Context: an optimization exercise on an open-source flow, tuned for small area, a short achievable clock period and few clock cycles per item. The choices shown serve that exercise and are no tape-out recipe. Function was checked by simulation only, so behaviour that the tests miss may differ from the original. Power and IR drop assume default switching activity.

Setup of trial 47:
==> flow/design.v (excerpt) <==
module dsp_slice_top (
    input  logic                 w_CLK,
    input  logic                 RSTALLCARRYIN,
    input  logic                 wb_cyc,
    input  logic                 wb_stb,
    input  logic [103:0]         wb_op,
    output logic                 wb_ack,
    output logic                 res_valid,
    output logic [52:0]          res,
    input  logic                 res_ready
);
    logic [29:0] a;
    logic [17:0] b;
    logic [47:0] c;
    logic [1:0]  x_sel, y_sel, z_sel;
    logic        sub, cin;
    assign a     = wb_op[103:74];
    assign b     = wb_op[73:56];
    assign c     = wb_op[55:8];
    assign x_sel = wb_op[7:6];
    assign y_sel = wb_op[5:4];
    assign z_sel = wb_op[3:2];
    assign sub   = wb_op[1];
    assign cin   = wb_op[0];
    logic [26:0] am;
    assign am = a[26:0];
    logic x_mult, x_ab, x_p, y_c, y_ones, z_p, z_c, z_sh;
    assign x_mult = (x_sel == 2'd1);
    assign x_p    = (x_sel == 2'd2);
    assign x_ab   = (x_sel == 2'd3);
    assign y_c    = (y_sel == 2'd1);
    assign y_ones = (y_sel == 2'd2);
    assign z_p    = (z_sel == 2'd1);
    assign z_c    = (z_sel == 2'd2);
    assign z_sh   = (z_sel == 2'd3);
    logic neg_m, x_neg, k0, k48;
    assign neg_m = x_mult & (|am) & (|b) & (am[26] ^ b[17]);
    assign x_neg = sub & (x_ab | x_p);
    assign k0    = cin ^ sub;
    assign k48   = sub ? ~(neg_m | x_neg) : neg_m;
    logic xp_neg, abh_neg;
    assign xp_neg  = sub & x_p;
    assign abh_neg = sub & x_ab;
    logic [47:0] ab, xab, yrow, zrow;
    assign ab = {a, b};
    assign xab[42:0]  = '0;
    assign xab[47:43] = {5{x_ab}} & (ab[47:43] ^ {5{sub}});
    assign yrow = ({48{y_c}} & c | {48{y_ones}}) ^ {48{sub}};
    assign zrow = {48{z_c}} & c;
    logic first_q, pz;
    always_ff @(posedge w_CLK) begin
        if (RSTALLCARRYIN) begin
            first_q <= 1'b1;
        end else if (accept) begin
            first_q <= 1'b0;
        end
    end
    assign pz = first_q;
    logic s1_valid, s1_adv, s1_free, accept;
    assign s1_adv  = s1_valid & (~res_valid | res_ready);
    assign s1_free = ~s1_valid | ~res_valid | res_ready;
    assign accept  = wb_cyc & wb_stb & s1_free;
    assign wb_ack  = accept;
    always_ff @(posedge w_CLK) begin
        if (RSTALLCARRYIN) begin
            s1_valid <= 1'b0;
        end else if (s1_free) begin
  ...
Size: ~2100 cells after synthesis, about 160 I/O pins.
Settings: LEC_CHECK=0, CAP_MARGIN=20, CORE_MARGIN=2, CORE_UTILIZATION=50, PLACE_DENSITY=0.75, SETUP_SLACK_MARGIN=2.5, SLEW_MARGIN=20, SYNTH_HIERARCHICAL=1, SYNTH_MINIMUM_KEEP_SIZE=0; clock period 7.5 ns.
standard.sh (not shown) runs the stock make flow with config.mk's settings and CLKGATE_MAP_FILE= SYNTH_SCRIPT=/design/flow/synth_recipe.tcl, a recipe that flattens the netlist after the stock synthesis.
==> flow/flow/run.sh <==
#!/bin/bash
# The standard layout (standard.sh: the ORFS flow and synthesis), with
# the port buffers made of plain buffers instead of ORFS's default pick.
set -euo pipefail
export BUFFER_PORTS_ARGS="-buffer_cell sky130_fd_sc_hd__buf_2"
bash standard.sh > standard.log 2>&1
Trial 47 closes out successfully: all stages finished, all timing, DRC and antenna checks passed.
Testbench counts of trial 47, summed over its fixed seeds: cycles 18,888, items 16,000.
Relative to trial 47, the following input files were edited for trial 24:
- PLACE_DENSITY: 0.75 -> unset
Results
Per the comparison of trial 24 with trial 47, maximum vdd drop decreased by 5.4% relative to the old numbers; area fraction of clock buffers and clock inverters closely matched the old numbers; power decreased by 0.091 mW relative to the old numbers. Amount of wire on met3 after detailed routing: trial 24 vs trial 47 down 190 µm. Routed length per instance in trial 24 is about 3.3% higher than in trial 47. Summary of the comparison: layout buffering overhead excluding clock cells is higher in trial 24, relative to trial 47. Sequential share of layout area delta (trial 24 -> trial 47): insignificant. | first-iteration DRC count | trial 24 vs trial 47 | 432 lower |.

--- another note on this design; it stands on its own ---

==> flow/design.v (excerpt) <==
module dsp_slice_top (
    input  logic                 w_CLK,
    input  logic                 RSTALLCARRYIN,
    input  logic                 wb_cyc,
    input  logic                 wb_stb,
    input  logic [103:0]         wb_op,
    output logic                 wb_ack,
    output logic                 res_valid,
    output logic [52:0]          res,
    input  logic                 res_ready
);
    logic [29:0] a;
    logic [17:0] b;
    logic [47:0] c;
    logic [1:0]  x_sel, y_sel, z_sel;
    logic        sub, cin;
    assign a     = wb_op[103:74];
    assign b     = wb_op[73:56];
    assign c     = wb_op[55:8];
    assign x_sel = wb_op[7:6];
    assign y_sel = wb_op[5:4];
    assign z_sel = wb_op[3:2];
    assign sub   = wb_op[1];
    assign cin   = wb_op[0];
    logic [26:0] am;
    assign am = a[26:0];
    logic x_mult, x_ab, x_p, y_c, y_ones, z_p, z_c, z_sh;
    assign x_mult = (x_sel == 2'd1);
    assign x_p    = (x_sel == 2'd2);
    assign x_ab   = (x_sel == 2'd3);
    assign y_c    = (y_sel == 2'd1);
    assign y_ones = (y_sel == 2'd2);
    assign z_p    = (z_sel == 2'd1);
    assign z_c    = (z_sel == 2'd2);
  ...
==> flow/config.mk <==
export PLATFORM = sky130hd
export DESIGN_NAME = dsp_slice_top
export DESIGN_NICKNAME = dsp_slice_top
export VERILOG_FILES = /design/flow/design.v
export SDC_FILE = /design/flow/constraint.sdc
export NUM_CORES = 4
export LEC_CHECK = 0
export CAP_MARGIN = 20
export CORE_MARGIN = 2
export CORE_UTILIZATION = 50
export SETUP_SLACK_MARGIN = 2.3
export SLEW_MARGIN = 20
export SYNTH_HIERARCHICAL = 1
export SYNTH_MINIMUM_KEEP_SIZE = 0
==> flow/constraint.sdc <==
create_clock -name core_clock -period 7.5 [get_ports {w_CLK}]
set_input_delay 1.5000 -clock core_clock [delete_from_list [all_inputs] [get_ports {w_CLK}]]
set_output_delay 1.5000 -clock core_clock [all_outputs]
set_load 0.01 [all_outputs]
standard.sh (not shown) runs the stock make flow with config.mk's settings and CLKGATE_MAP_FILE= SYNTH_SCRIPT=/design/flow/synth_recipe.tcl, a recipe that flattens the netlist after the stock synthesis.
==> flow/flow/run.sh <==
#!/bin/bash
# The standard layout (standard.sh: the ORFS flow and synthesis), with
# the port buffers made of plain buffers instead of ORFS's default pick.
set -euo pipefail
export BUFFER_PORTS_ARGS="-buffer_cell sky130_fd_sc_hd__buf_2"
bash standard.sh > standard.log 2>&1
Testbench counts at the start, summed over its fixed seeds: cycles 18,888, items 16,000.
Change:
--- a/flow/flow/run.sh
+++ b/flow/flow/run.sh
@@ -4,3 +4,3 @@
 set -euo pipefail
-export BUFFER_PORTS_ARGS="-buffer_cell sky130_fd_sc_hd__buf_2"
+export BUFFER_PORTS_ARGS="-buffer_cell sky130_fd_sc_hd__buf_4"
 bash standard.sh > standard.log 2>&1
- SETUP_SLACK_MARGIN: 2.3 -> 2.5
=> Synthesized cell count does not change; worst setup slack gets better by 0.23 ns; first-iteration DRC count decreases by 8.5%; worst hold slack improved by 0.014 ns; core utilization came out higher by 1.4 points.

==> what the ideal ports hide <==
The results above use ideal ports. As a check the final layouts listed here were re-extracted and re-timed, cells and wires unchanged.
Step 1 (the two cells are an assumption about what drives the block):
set clk [get_ports {w_CLK}]
set_driving_cell -lib_cell sky130_fd_sc_hd__clkbuf_16 $clk
set_driving_cell -lib_cell sky130_fd_sc_hd__buf_2 [delete_from_list [all_inputs] $clk]
Step 2 adds t to the input delays and takes it off the output delays; t is the mean of the earliest and latest rising clock arrival at the registers after step 1. Input paths then give back, and output paths get back, about the clock's delay inside the block.
a / b / c = no drivers / after step 1 / after step 2; a / b = the first two.
| run | t (ns) | slack for setup (ns) | worst hold slack (ns) | clock arrival spread, ns | worst slew at a driven data input, ns |
|---|---|---|---|---|---|
| trial 47 | 0.585 | 2.599 / 2.618 / 2.033 | 0.548 / 0.548 / 0.548 | 0.014 / 0.014 | 0.05 |
| trial 24 | 0.586 | 2.634 / 2.663 / 2.077 | 0.553 / 0.553 / 0.553 | 0.010 / 0.010 | 0.05 |
| the first run of note 2 | 0.584 | 2.364 / 2.390 / 1.806 | 0.553 / 0.553 / 0.553 | 0.012 / 0.012 | 0.05 |
| the second run of note 2 | 0.582 | 2.591 / 2.619 / 2.037 | 0.567 / 0.567 / 0.567 | 0.011 / 0.012 | 0.05 |
After both steps every run listed still meets setup and hold. The setup slack of trial 47, which loses most, moves by +0.019 ns with the drivers and by -0.566 ns with both steps.
